Context: an optimization exercise on an open-source flow, tuned for small area. The choices shown serve that exercise and are no tape-out recipe. For this run, only the layout was checked, not whether the RTL still works. Power is estimated from default activity; no workload was simulated.

### flow/config.mk
export PLATFORM = sky130hd
export DESIGN_NAME = moving_average_mc
export DESIGN_NICKNAME = moving_average_mc
export VERILOG_FILES = /design/flow/design.v
export SDC_FILE = /design/flow/constraint.sdc
export NUM_CORES = 4
export LEC_CHECK = 0
export CAP_MARGIN = 20
export CORE_MARGIN = 2
export CORE_UTILIZATION = 40
export SLEW_MARGIN = 20
### flow/constraint.sdc
create_clock -name core_clock -period 8.0 [get_ports {clk}]
set_input_delay 1.6000 -clock core_clock [delete_from_list [all_inputs] [get_ports {clk}]]
set_output_delay 1.6000 -clock core_clock [all_outputs]
set_load 0.01 [all_outputs]
### flow/design.v
module moving_average_mc #(
  parameter int DATA_WIDTH      = 16,
  parameter int CHANNELS        = 4,
  parameter int MAX_WINDOW_LOG2 = 5,
  localparam int CW = (CHANNELS > 1) ? $clog2(CHANNELS) : 1,
  localparam int WW = $clog2(MAX_WINDOW_LOG2 + 1)
) (
  input  logic                  clk,
  input  logic                  reset,
  input  logic [DATA_WIDTH-1:0] input_data,
  input  logic [CW-1:0]         input_channel,
  input  logic                  enable,
  input  logic [WW-1:0]         window,
  output logic [DATA_WIDTH-1:0] output_data,
  output logic [CW-1:0]         output_channel,
  output logic                  output_data_valid,
  output logic                  output_primed
);
  localparam int L  = MAX_WINDOW_LOG2;
  localparam int MW = 1 << L;
  localparam int AW = DATA_WIDTH + L;
  localparam int FW = L + 1;
  logic [WW-1:0]                win_c, cur_win;
  logic                         clear;
  logic [L-1:0]                 wptr [CHANNELS];
  logic [FW-1:0]                fill [CHANNELS];
  logic signed [AW-1:0]         acc  [CHANNELS];
  logic signed [DATA_WIDTH-1:0] hist [CHANNELS*MW];
  logic [FW-1:0]                eff_fill, new_fill, w_fill;
  logic [L-1:0]                 eff_wptr, w_span;
  logic [CW+L-1:0]              rd_idx, wr_idx;
  logic signed [DATA_WIDTH-1:0] x_old;
  logic                         s1_valid, s1_primed;
  logic signed [DATA_WIDTH-1:0] s1_data, s1_old;
  logic [CW-1:0]                s1_ch;
  logic [WW-1:0]                s1_win;
  logic                         s2_valid, s2_primed;
  logic [DATA_WIDTH-1:0]        s2_data;
  logic [CW-1:0]                s2_ch;
  logic signed [AW-1:0]         ext_data, ext_old, acc_sum, rnd, rounded;
  logic [DATA_WIDTH-1:0]        avg;
  always_comb begin
    win_c    = (window > WW'(L)) ? WW'(L) : window;
    clear    = (win_c != cur_win);
    eff_fill = clear ? '0 : fill[input_channel];
    eff_wptr = clear ? '0 : wptr[input_channel];
    w_span   = L'(1) << win_c;
    w_fill   = FW'(1) << win_c;
    wr_idx   = {input_channel, eff_wptr};
    rd_idx   = {input_channel, eff_wptr - w_span};
    x_old    = (eff_fill >= w_fill) ? hist[rd_idx] : '0;
    new_fill = (eff_fill == FW'(MW)) ? eff_fill : eff_fill + FW'(1);
  end
  always_ff @(posedge clk) begin
    if (enable) hist[wr_idx] <= input_data;
  end
  always_ff @(posedge clk or posedge reset) begin
    if (reset) begin
      cur_win   <= '0;
      s1_valid  <= 1'b0;
      s1_primed <= 1'b0;
      s1_data   <= '0;
      s1_old    <= '0;
      s1_ch     <= '0;
      s1_win    <= '0;
      for (int c = 0; c < CHANNELS; c++) begin
        wptr[c] <= '0;
        fill[c] <= '0;
      end
    end else begin
      cur_win  <= win_c;
      s1_valid <= enable;
      if (clear) begin
        for (int c = 0; c < CHANNELS; c++) begin
          wptr[c] <= '0;
          fill[c] <= '0;
        end
      end
      if (enable) begin
        wptr[input_channel] <= eff_wptr + L'(1);
        fill[input_channel] <= new_fill;
        s1_data             <= input_data;
        s1_old              <= x_old;
        s1_ch               <= input_channel;
        s1_win              <= win_c;
        s1_primed           <= (new_fill >= w_fill);
      end
    end
  end
  always_comb begin
    ext_data = {{L{s1_data[DATA_WIDTH-1]}}, s1_data};
    ext_old  = {{L{s1_old[DATA_WIDTH-1]}}, s1_old};
    acc_sum  = acc[s1_ch] + ext_data - ext_old;
    rnd      = '0;
    rounded  = acc_sum + rnd;
    avg      = DATA_WIDTH'(rounded >>> s1_win);
  end
  always_ff @(posedge clk or posedge reset) begin
    if (reset) begin
      s2_valid  <= 1'b0;
      s2_primed <= 1'b0;
      s2_data   <= '0;
      s2_ch     <= '0;
      for (int c = 0; c < CHANNELS; c++) acc[c] <= '0;
    end else begin
      s2_valid <= s1_valid;
      if (clear) begin
        for (int c = 0; c < CHANNELS; c++) acc[c] <= '0;
      end else if (s1_valid) begin
        acc[s1_ch] <= acc_sum;
      end
      if (s1_valid) begin
        s2_data   <= avg;
        s2_ch     <= s1_ch;
        s2_primed <= s1_primed;
      end
    end
  end
  always_ff @(posedge clk or posedge reset) begin
    if (reset) begin
      output_data_valid <= 1'b0;
      output_data       <= '0;
      output_channel    <= '0;
      output_primed     <= 1'b0;
    end else begin
      output_data_valid <= s2_valid;
      if (s2_valid) begin
        output_data    <= s2_data;
        output_channel <= s2_ch;
        output_primed  <= s2_primed;
      end
    end
  end
endmodule
### flow/run.sh
#!/bin/bash
# synth_recipe.tcl (not shown) runs the flow's synth.tcl, then flattens the netlist and writes it again
# the make line also repeats each setting of config.mk as NAME=value (left out here)
make -C /OpenROAD-flow-scripts/flow DESIGN_CONFIG=/design/flow/config.mk WORK_HOME=/design/flow/orfs CLKGATE_MAP_FILE= SYNTH_SCRIPT=/design/flow/synth_recipe.tcl finish
==> results_dict.tcl <==
set metrics [dict create \
    ys.flop_type "edfxtp_1" \
    grt_pass1_vias 44600 \
    avgRoutedWirePerCell_um 29.9 \
    cts_resized 0 \
    reg2reg_from "wptr[3][0]" \
    ys_seq_area_share_pct 74.1 \
    rsz0062_at_grt "no" \
    first_pass_iters 5 \
    place_congestion 0.805 \
    hold_viol 0 \
    outcome "timing/DRC/antenna clean" \
    pre_cts_ws_ns 0.819 \
    worstPathMaxFanout 58 \
    yosysWarnings 4 \
    hp-class "reg2reg" \
    synthArstFlopShare_pct 9.30 \
    use_met1_pct 29.3 \
    synthXorXnorAreaFrac_pct 0.301 \
    tns_ns 0 \
    synth_adder_area_share_pct 1.04 \
    top_usage_layer "met2" \
    ir_worst_vdd_v 0.000207 \
    place_inst 7304 \
    synthSimpleGateAreaFrac_pct 2.71 \
    startpoint "window[0]" \
    core_sq_um 224000 \
    skew_ns 0.0695 \
    post-route-util_pct 45.7 \
    setup_ws_ns 1.67 \
    synth_top_family_by_area "multiplexers" \
    ios 44 \
    grt_max_degree 150 \
    tightest_slew_ns 1.12 \
    yosysUniqueCellTypes 69 \
    reg2reg_setup_slack_ns 2.72 \
    drc_errors 0 \
    cts_tree "yes" \
    postCtsHoldBufs 0 \
    die_x_um 479 \
    port_buffers 43 \
    num_vias 44552 \
    crit_type "in2reg" \
    dieHeight_um 479 \
    clk_pin_slew_worst_paths_ns 0.06 \
    area_growth_pct 13.9 \
    worstReg2RegEnd "s1_old[0]" \
    cp.arrival_ns 7.09 \
    dpl.hpwl_mm 135 \
    clkLatencyLatePin_ns 0.89 \
    synth-compound-area-share_pct 2.05 \
    htree_num_levels 4 \
    syn-cell-area_sq_um 90100 \
    power.density_nw_per_um2 258 \
    slew_viol_final 0 \
    fin_crit_sh_pct 79.1 \
    endpoint "s1_old[0]" \
    post_cts.repair.setup_buffers 0 \
    finalWirelength_mm 231 \
    synth_edf_count 2048 \
    relSlewSlack_pct 25.2 \
    root_buffer "clkbuf_16" \
    fin_nets 4621 \
    start_util_pct 40.1 \
    end_kind "register" \
    clock_sinks 2258 \
    viasPerCell 5.77 \
    p_leak_uw 0.0330 \
    r2r_cells 13 \
    cp.required_ns 8.76 \
    n_fill_cell 18601 \
    synthCells 4293 \
    synth_mux_area_share_pct 18.3 \
    antenna_found_initial 14 \
    grt_util_met3_pct 3.66 \
    syn_area_per_cell_sq_um 21.0 \
    fin_crit_ns 6.33 \
    max_cap_violations 0 \
    initialDrtViolationCount 5304 \
    ys_seq_elements 2258 \
    drive_gt1_share_pct 29.0 \
    antenna_left 0 \
    fmax_mhz 158 \
    clockBufferDepth 3 \
    rows 174 \
    most-common-layout-cells "2048 x edfxtp_1, 714 x mux4_2, 245 x nand2_1, 220 x clkbuf_16, 212 x buf_4" \
    setup_violations 0 \
    grtUsageTotal_pct 20.1 \
    grt_pass1_wl_mm 332 \
    die-area_sq_um 229000 \
    instances_no_fill 7728 \
    overflow 0 \
    multiInputGateArea_sq_um 22200 \
    grt_use_met2_pct 31.5 \
    cts_buffers 219 \
    seq_area_sq_um 66800 \
    cp-start-kind "primary input" \
    mostFrequentLayoutCell "edfxtp_1" \
    synth_nets 4379 \
]
-- layout make-up --
cell class | instances | area share (%)
clock inverters | 137 | 1.32
well taps | 2992 | 3.65
flip-flops and latches | 2258 | 65.0
inverters | 83 | 0.316
multi-input cells | 1704 | 21.6
diodes | 9 | 0.0219
repair buffers | 269 | 2.39
clock buffers | 276 | 5.65
-- flip-flops by register name, indices dropped and copies added (netlist names), 16 cells and up --
| register | cells |
|---|---|
| output_data | 16 |
| s1_old | 16 |
| hist | 2048 |
| s1_data | 16 |
| fill | 24 |
| s2_data | 16 |
| wptr | 20 |
| acc | 84 |
-- report_power, final --
part / internal (uW) / switching (uW)
registers: 13000 / 113
logic: 1230 / 1840
clock network: 5800 / 4500
-- worst max-delay path: stages --
cell and delay [ns]:
clkdlybuf4s50_1 0.54, nor2_1 0.22, xnor2_1 0.16, o32a_2 0.35, nor2b_1 0.13, inv_1 0.20
ha_4 0.16, inv_2 0.05, fa_4 1.07, buf_12 0.25, buf_12 0.33, buf_12 0.20
mux4_2 0.31, mux4_2 0.57, mux4_2 0.52, a221o_1 0.33
-- stage by stage --
step | hold slack (ns) | cell area [sq um] | power, uW
floorplan | 0.352 | 90100 | 15200
global placement | 0.487 | 95400 | 16400
detailed placement | 0.495 | 95400 | 16400
CTS | 0.507 | 103000 | 26700
global route | 0.521 | 103000 | 27300
finish | 0.503 | 103000 | 26500
-- kinds of logic (layout without fill, tap and decap cells) --
kind of cell,after synthesis,count (layout)
AND/OR/NAND/NOR,571,571
flip-flops,2258,2258
multiplexers,752,752
AO/OA/AOI/OAI,288,288
buffers and inverters,331,765
adder cells (fa/ha/maj),62,62
other,0,9
XOR/XNOR,31,31
-- worst min-delay path by stage --
stage	start	to	slack, ns	depth (start not counted)
finish	output_data[15]	output_data[15]	0.50	1
global route	output_data[15]	output_data[15]	0.52	1
CTS	s2_ch[1]	s2_ch[1]	0.51	1
detailed placement	s1_primed	s2_primed	0.50	1
global placement	s2_ch[1]	s2_ch[1]	0.49	1
floorplan	s2_valid	output_data_valid	0.35	0
-- layer usage --
metal / routed length (um) / up-vias
met5: 32 / -
met4: 5120 / 6
met3: 18400 / 301
met2: 110000 / 1884
met1: 97700 / 24199
li1: - / 18162
-- synth_stat cells (all sizes together), types with 12 or more instances --
library cell	instances	area share (%)
ha	41	0.57
edfxtp	2048	68
a21o	12	0.10
nand3	24	0.13
nor2	199	0.83
inv	83	0.35
fa	21	0.47
o21ai	34	0.19
nand2	245	1.0
a221o	21	0.23
o22ai	46	0.32
a211oi	20	0.17
a21oi	107	0.59
mux4	714	18
mux2	29	0.36
nor3	12	0.072
dfrtp	210	5.8
xnor2	20	0.19
clkbuf	171	0.71
nor2b	42	0.29
buf	77	0.46

separate check: timing with driven ports:
No port has a modelled driver above. Below, the same layout with a new extraction and two added sets of constraints. Step 1 assumes that a clkbuf_16 drives the clock port and a buf_2 every other input. Step 2 also shifts input and output timing later by t, the mid clock arrival at the registers, as if the neighbouring blocks saw the same clock. Three values: ideal, step 1, step 2; two values: the first two.
t, ns: 0.945
slack for setup (ns): 1.671 / 1.732 / 0.787
worst setup path after step 2: input to register
After both steps setup and hold are still met in this run. For this run, drivers alone change the setup slack by +0.061 ns; drivers and shift together by -0.884 ns.
